What follows belongs to an exercise in optimizing a design on an open flow for small area, a short achievable clock period and few clock cycles per item; a production flow would make more cautious choices. Function was checked by simulation only, so behaviour that the tests miss may differ from the original. Power is estimated from default activity; no workload was simulated.

==> inputs of run D <==
==> flow/design.v <==
package dea_pkg;
  localparam int DEA_CAPACITY   = 128;
  localparam int DEA_WORD_WIDTH = 32;
  localparam int FUNC_W  = 4;
  localparam int INDEX_W = 8;
  localparam int VALUE_W = 32;
  localparam int DATA_W  = 32;
  localparam int COUNT_W = 9;
  localparam logic [3:0] FN_PUSH_BACK  = 4'd0;
  localparam logic [3:0] FN_PUSH_FRONT = 4'd1;
  localparam logic [3:0] FN_POP_BACK   = 4'd2;
  localparam logic [3:0] FN_POP_FRONT  = 4'd3;
  localparam logic [3:0] FN_PEEK_BACK  = 4'd4;
  localparam logic [3:0] FN_PEEK_FRONT = 4'd5;
  localparam logic [3:0] FN_GET        = 4'd6;
  localparam logic [3:0] FN_SET        = 4'd7;
  localparam logic [3:0] FN_CLEAR      = 4'd8;
endpackage
module dea_ctrl (
  input  logic          clk,
  input  logic          rst,
  input  logic          op_v,
  input  logic [8:0]    op_f,
  input  logic [7:0]    op_i,
  output logic          we,
  output logic [6:0]    waddr,
  output logic [15:0]   rsel_lo,
  output logic [7:0]    rsel_hi,
  output logic          res_ok,
  output logic [7:0]    res_count,
  output logic          res_empty
);
  logic [6:0] front, back;    
  logic [7:0] fill;
  logic       is_empty;
  logic [6:0] front_n, back_n;
  logic [7:0] fill_n;
  logic [6:0] addr;
  logic       hit, wr, rd;
  wire full   = fill[7];
  wire idx_in = (op_i < fill);
  wire pb = op_f[0], pf = op_f[1], ob = op_f[2], of = op_f[3];
  wire kb = op_f[4], kf = op_f[5], gt = op_f[6], st = op_f[7], cl = op_f[8];
  wire push_ok = (pb | pf) & ~full;
  wire pop_ok  = (ob | of) & ~is_empty;
  wire peek_ok = (kb | kf) & ~is_empty;
  wire idx_ok  = (gt | st) & idx_in;
  wire [6:0] front_m1 = front - 7'd1;
  wire [6:0] front_p1 = front + 7'd1;
  wire [6:0] back_m1  = back - 7'd1;
  wire [6:0] back_p1  = back + 7'd1;
  wire [6:0] front_ix = front + op_i[6:0];
  always_comb begin
    addr = ({7{pb}} & back) | ({7{pf}} & front_m1) | ({7{ob | kb}} & back_m1) |
           ({7{of | kf}} & front) | ({7{gt | st}} & front_ix);
    hit  = push_ok | pop_ok | peek_ok | idx_ok | cl;
    wr   = (push_ok | (st & idx_in));
    rd   = op_v & (pop_ok | peek_ok | (gt & idx_in));
    front_n = front;
    back_n  = back;
    fill_n  = fill;
    if (cl) begin
      front_n = '0;
      back_n  = '0;
      fill_n  = '0;
    end
    if (push_ok) fill_n = fill + 8'd1;
    if (pop_ok)  fill_n = fill - 8'd1;
    if (pb & ~full)     back_n  = back_p1;
    if (pf & ~full)     front_n = front_m1;
    if (ob & ~is_empty) back_n  = back_m1;
    if (of & ~is_empty) front_n = front_p1;
  end
  always_ff @(posedge clk) begin
    if (rst) begin
      front    <= '0;
      back     <= '0;
      fill     <= '0;
      is_empty <= 1'b1;
    end else if (op_v) begin
      front    <= front_n;
      back     <= back_n;
      fill     <= fill_n;
      is_empty <= (fill_n == 8'd0);
    end
  end
  always_comb begin
    for (int k = 0; k < 128; k++) begin
    end
  end
  always_comb begin
    for (int k = 0; k < 16; k++) rsel_lo[k] = rd && (addr[3:0] == 4'(k));
    for (int k = 0; k < 8; k++)  rsel_hi[k] = (addr[6:4] == 3'(k));
  end
  assign we        = op_v && wr;
  assign waddr     = addr;
  assign res_ok    = hit;
  assign res_count = fill_n;
  assign res_empty = (fill_n == 8'd0);
endmodule
module dea_datapath (
  input  logic          clk,
  input  logic          rst,
  input  logic          we,
  input  logic [6:0]    waddr,
  input  logic [31:0]   wdata,
  input  logic          res_v,
  input  logic [15:0]   rsel_lo,
  input  logic [7:0]    rsel_hi,
  input  logic          res_ok,
  input  logic [7:0]    res_count,
  input  logic          res_empty,
  output logic          out_valid,
  input  logic          out_stall,
  output logic [31:0]   data,
  output logic          ok,
  output logic [7:0]    count,
  output logic          empty_res
);
  localparam int QW = 42;
  localparam int QD = 3;
  logic [127:0][31:0] mem;
  logic [15:0] w_lo;      
  logic [7:0]  w_hi;      
  logic [31:0] w_data;
  always_ff @(posedge clk) begin
    for (int k = 0; k < 16; k++) w_lo[k] <= we && (waddr[3:0] == 4'(k));
    for (int k = 0; k < 8; k++)  w_hi[k] <= (waddr[6:4] == 3'(k));
    w_data <= wdata;
  end
  always_ff @(posedge clk) begin
    for (int k = 0; k < 128; k++) begin
      if (w_lo[k % 16] && w_hi[k / 16]) mem[k] <= w_data;
    end
  end
  logic         m_v;
  logic [15:0]  m_lo;
  logic [7:0]   m_hi;
  logic [7:0][31:0] m_grp;
  logic         m_ok;
  logic [7:0]   m_count;
  logic         m_empty;
  logic [31:0]  m_data;
  always_ff @(posedge clk) begin
    if (rst) m_v <= 1'b0;
    else     m_v <= res_v;
    m_lo    <= rsel_lo;
    m_hi    <= rsel_hi;
    m_ok    <= res_ok;
    m_count <= res_count;
    m_empty <= res_empty;
  end
  always_comb begin
    m_data = '0;
    for (int g = 0; g < 8; g++) begin
      m_grp[g] = '0;
      for (int j = 0; j < 16; j++) begin
        m_grp[g] = m_grp[g] | (mem[16*g+j] & {32{m_lo[j]}});
      end
      m_data = m_data | (m_grp[g] & {32{m_hi[g]}});
    end
  end
  logic [QD-1:0][QW-1:0] q;
  logic [QD-1:0]         qv;      
  logic [QW-1:0]         din;
  logic                  pop;
  assign din = {m_data, m_ok, m_count, m_empty};
  assign pop = qv[0] && !out_stall;
  always_ff @(posedge clk) begin
    if (rst) begin
      qv <= '0;
    end else begin
      for (int k = 0; k < QD; k++) begin
        if (pop) begin
          qv[k] <= (k < QD-1) ? (qv[k+1] | (m_v & qv[k])) : (m_v & qv[k]);
        end else begin
          qv[k] <= qv[k] | (m_v & ((k == 0) ? 1'b1 : qv[k-1]));
        end
      end
    end
  end
  always_ff @(posedge clk) begin
    for (int k = 0; k < QD; k++) begin
      if (rst && k == 0) begin
        q[k] <= '0;
      end else if (pop) begin
        if (m_v && qv[k] && !((k < QD-1) ? qv[k+1] : 1'b0)) q[k] <= din;
        else if (k < QD-1)                                 q[k] <= q[k+1];
      end else begin
        if (m_v && !qv[k] && ((k == 0) ? 1'b1 : qv[k-1]))  q[k] <= din;
      end
    end
  end
  assign out_valid = qv[0];
  assign {data, ok, count, empty_res} = q[0];
endmodule
module double_ended_indexed_array #(
  parameter int CAPACITY   = dea_pkg::DEA_CAPACITY,
  parameter int WORD_WIDTH = dea_pkg::DEA_WORD_WIDTH
) (
  input  logic                         clk,
  input  logic                         rst,
  input  logic                         in_valid,
  output logic                         in_stall,
  input  logic [dea_pkg::FUNC_W-1:0]   func,
  input  logic [dea_pkg::INDEX_W-1:0]  index,
  input  logic [dea_pkg::VALUE_W-1:0]  value,
  output logic                         out_valid,
  input  logic                         out_stall,
  output logic [dea_pkg::DATA_W-1:0]   data,
  output logic                         ok,
  output logic [dea_pkg::COUNT_W-1:0]  count,
  output logic                         empty_res
);
  logic        stall_q;
  logic [1:0]  pend;       
  logic [1:0]  pend_n;
  logic        acc, take;
  logic [8:0]  op_f;       
  assign acc  = in_valid && !stall_q && !rst;
  assign take = out_valid && !out_stall;
  assign in_stall = stall_q;
  always_comb begin
    pend_n = pend;
    if (acc && !take)      pend_n = pend + 2'd1;
    else if (!acc && take) pend_n = pend - 2'd1;
    for (int n = 0; n < 9; n++) op_f[n] = (func == 4'(n));
  end
  always_ff @(posedge clk) begin
    if (rst) begin
      pend    <= '0;
      stall_q <= 1'b0;
    end else begin
      pend    <= pend_n;
      stall_q <= (pend_n == 2'd3);
    end
  end
  logic         we;
  logic [6:0]   waddr;
  logic [15:0]  rsel_lo;
  logic [7:0]   rsel_hi;
  logic         res_ok, res_empty;
  logic [7:0]   res_count;
  logic [7:0]   count8;
  dea_ctrl u_ctrl (
    .clk       (clk),
    .rst       (rst),
    .op_v      (acc),
    .op_f      (op_f),
    .op_i      (index),
    .we        (we),
    .waddr     (waddr),
    .rsel_lo   (rsel_lo),
    .rsel_hi   (rsel_hi),
    .res_ok    (res_ok),
    .res_count (res_count),
    .res_empty (res_empty)
  );
  dea_datapath u_datapath (
    .clk       (clk),
    .rst       (rst),
    .we        (we),
    .waddr     (waddr),
    .wdata     (value),
    .res_v     (acc),
    .rsel_lo   (rsel_lo),
    .rsel_hi   (rsel_hi),
    .res_ok    (res_ok),
    .res_count (res_count),
    .res_empty (res_empty),
    .out_valid (out_valid),
    .out_stall (out_stall),
    .data      (data),
    .ok        (ok),
    .count     (count8),
    .empty_res (empty_res)
  );
  assign count = {1'b0, count8};
endmodule
==> flow/run.sh <==
#!/bin/bash
# synth_recipe.tcl (not shown) runs the flow's synth.tcl, then flattens the netlist and writes it again
# the make line also repeats each setting of config.mk as NAME=value (left out here)
make -C /OpenROAD-flow-scripts/flow DESIGN_CONFIG=/design/flow/config.mk WORK_HOME=/design/flow/orfs CLKGATE_MAP_FILE= SYNTH_SCRIPT=/design/flow/synth_recipe.tcl finish
==> flow/config.mk <==
export PLATFORM = sky130hd
export DESIGN_NAME = double_ended_indexed_array
export DESIGN_NICKNAME = double_ended_indexed_array
export VERILOG_FILES = /design/flow/design.v
export SDC_FILE = /design/flow/constraint.sdc
export NUM_CORES = 4
export LEC_CHECK = 0
export CAP_MARGIN = 20
export CORE_MARGIN = 2
export CORE_UTILIZATION = 50
export CTS_CLUSTER_DIAMETER = 150
export CTS_CLUSTER_SIZE = 24
export PLACE_DENSITY = 0.6
export SETUP_SLACK_MARGIN = 3.8
export SLEW_MARGIN = 20
==> flow/constraint.sdc <==
create_clock -name core_clock -period 7.0 [get_ports {clk}]
set_input_delay 1.4000 -clock core_clock [delete_from_list [all_inputs] [get_ports {clk}]]
set_output_delay 1.4000 -clock core_clock [all_outputs]
set_load 0.01 [all_outputs]
==> run E: changes against run D <==
--- a/flow/design.v
+++ b/flow/design.v
@@ -121,15 +121,15 @@
   localparam int QD = 3;
   logic [127:0][31:0] mem;
-  logic [15:0] w_lo;      
-  logic [7:0]  w_hi;      
+  logic        w_en;
+  logic [6:0]  w_addr;
   logic [31:0] w_data;
   always_ff @(posedge clk) begin
-    for (int k = 0; k < 16; k++) w_lo[k] <= we && (waddr[3:0] == 4'(k));
-    for (int k = 0; k < 8; k++)  w_hi[k] <= (waddr[6:4] == 3'(k));
+    w_en   <= we;
+    w_addr <= waddr;
     w_data <= wdata;
   end
   always_ff @(posedge clk) begin
     for (int k = 0; k < 128; k++) begin
-      if (w_lo[k % 16] && w_hi[k / 16]) mem[k] <= w_data;
+      if (w_en && w_addr == 7'(k)) mem[k] <= w_data;
     end
   end
==> run M: changes against run D <==
==> flow/design.v, changed modules only <==
module dea_datapath (
  input  logic          clk,
  input  logic          rst,
  input  logic          we,
  input  logic [6:0]    waddr,
  input  logic [31:0]   wdata,
  input  logic          res_v,
  input  logic [15:0]   rsel_lo,
  input  logic [7:0]    rsel_hi,
  input  logic          res_ok,
  input  logic [7:0]    res_count,
  input  logic          res_empty,
  output logic          out_valid,
  input  logic          out_stall,
  output logic [31:0]   data,
  output logic          ok,
  output logic [7:0]    count,
  output logic          empty_res
);
  localparam int QW = 42;
  localparam int QD = 3;
  logic [127:0][31:0] mem;
  logic        w_en;
  logic [6:0]  w_addr;
  logic [31:0] w_data;
  always_ff @(posedge clk) begin
    w_en   <= we;
    w_addr <= waddr;
    w_data <= wdata;
  end
  always_ff @(posedge clk) begin
    for (int k = 0; k < 128; k++) begin
      if (w_en && w_addr == 7'(k)) mem[k] <= w_data;
    end
  end
  logic         m_v;
  logic [15:0]  m_lo;
  logic [7:0]   m_hi;
  logic         m_ok;
  logic [7:0]   m_count;
  logic         m_empty;
  logic [31:0]  m_data;
  always_ff @(posedge clk) begin
    if (rst) m_v <= 1'b0;
    else     m_v <= res_v;
    m_lo    <= rsel_lo;
    m_hi    <= rsel_hi;
    m_ok    <= res_ok;
    m_count <= res_count;
    m_empty <= res_empty;
  end
  logic [7:0][5:0][31:0] n_l1;
  logic [7:0][1:0][31:0] p_l1;
  logic [7:0][31:0]      n_grp;
  for (genvar g = 0; g < 8; g++) begin : g_grp
    for (genvar t = 0; t < 5; t++) begin : g_aoi
      dea_aoi222 u_aoi (
        .a0 (mem[16*g+3*t]),   .s0 ({32{m_lo[3*t]}}),
        .a1 (mem[16*g+3*t+1]), .s1 ({32{m_lo[3*t+1]}}),
        .a2 (mem[16*g+3*t+2]), .s2 ({32{m_lo[3*t+2]}}),
        .y  (n_l1[g][t])
      );
    end
    assign n_l1[g][5] = ~(mem[16*g+15] & {32{m_lo[15]}});
    assign p_l1[g][0] = ~(n_l1[g][0] & n_l1[g][1] & n_l1[g][2]);
    assign p_l1[g][1] = ~(n_l1[g][3] & n_l1[g][4] & n_l1[g][5]);
    assign n_grp[g]   = ~((p_l1[g][0] | p_l1[g][1]) & {32{m_hi[g]}});
  end
  always_comb begin
    m_data = '0;
    for (int g = 0; g < 8; g++) m_data = m_data | ~n_grp[g];
  end
  logic [QD-1:0][QW-1:0] q;
  logic [QD-1:0]         qv;      
  logic [QW-1:0]         din;
  logic                  pop;
  assign din = {m_data, m_ok, m_count, m_empty};
  assign pop = qv[0] && !out_stall;
  always_ff @(posedge clk) begin
    if (rst) begin
      qv <= '0;
    end else begin
      for (int k = 0; k < QD; k++) begin
        if (pop) begin
          qv[k] <= (k < QD-1) ? (qv[k+1] | (m_v & qv[k])) : (m_v & qv[k]);
        end else begin
          qv[k] <= qv[k] | (m_v & ((k == 0) ? 1'b1 : qv[k-1]));
        end
      end
    end
  end
  always_ff @(posedge clk) begin
    for (int k = 0; k < QD; k++) begin
      if (rst && k == 0) begin
        q[k] <= '0;
      end else if (pop) begin
        if (m_v && qv[k] && !((k < QD-1) ? qv[k+1] : 1'b0)) q[k] <= din;
        else if (k < QD-1)                                 q[k] <= q[k+1];
      end else begin
        if (m_v && !qv[k] && ((k == 0) ? 1'b1 : qv[k-1]))  q[k] <= din;
      end
    end
  end
  assign out_valid = qv[0];
  assign {data, ok, count, empty_res} = q[0];
endmodule
module dea_aoi222 (
  input  logic [31:0] a0, s0, a1, s1, a2, s2,
  output logic [31:0] y
);
  assign y = ~((a0 & s0) | (a1 & s1) | (a2 & s2));
endmodule
--- a/flow/config.mk
+++ b/flow/config.mk
@@ -8,8 +8,10 @@
 export CAP_MARGIN = 20
 export CORE_MARGIN = 2
-export CORE_UTILIZATION = 50
+export CORE_UTILIZATION = 55
 export CTS_CLUSTER_DIAMETER = 150
 export CTS_CLUSTER_SIZE = 24
-export PLACE_DENSITY = 0.6
+export PLACE_DENSITY = 0.65
 export SETUP_SLACK_MARGIN = 3.8
 export SLEW_MARGIN = 20
+export SYNTH_HIERARCHICAL = 1
+export SYNTH_MINIMUM_KEEP_SIZE = 0
==> comparison <==
Run D passed the timing, design-rule and antenna checks. Run M went through all stages and came out clean. Run E completed without violations. In sequential power, run M and run E hardly differ. Of run E and run D, run D has the higher first-iteration DRC count (gap 2.6%, measured against run D). In run E the clock-buffer cell count is higher than in run D, by 39. Between run E and run D, the lower flip-flop and latch count is in run E (gap 8). In run M the non-clock buffer count is lower than in run E, by 28. Die area, highest first: run D, run E, run M. The highest synthesized cell count belongs to run E, the lowest to run M. Global-route usage: run E < run M < run D. Synthesized area, highest first: run D, run E, run M. Power is about the same in run D and run E.
Testbench counts of run D, summed over its fixed seeds: cycles 24,016, ops 24,000.
Testbench counts of run E, summed over its fixed seeds: cycles 24,016, ops 24,000.
Testbench counts of run M, summed over its fixed seeds: cycles 24,016, ops 24,000.

-- afterwards: timing with drivers on the ports --
The results above use ideal ports. As a check the final layouts listed here were re-extracted and re-timed, cells and wires unchanged. Step 1 assumes that a clkbuf_16 drives the clock port and a buf_2 every other input. Step 2, shift: input delay + t, output delay - t, t = (earliest + latest rising clock arrival at the registers) / 2. This alone moves slack from input paths to output paths. Slacks: ideal ports / drivers / drivers and shift; pairs: ideal ports / drivers.
| run | t (ns) | setup WS [ns] | worst setup path at the end |
|---|---|---|---|
| run D | 1.026 | 3.446 / 3.446 / 2.996 | input to register |
| run E | 1.052 | 3.638 / 3.638 / 2.990 | input to register |
| run M | 1.020 | 3.718 / 3.718 / 2.849 | input to register |
After both steps every run listed still meets setup and hold. The setup slack of run M, which loses most, moves by 0.000 ns with the drivers and by -0.869 ns with both steps.
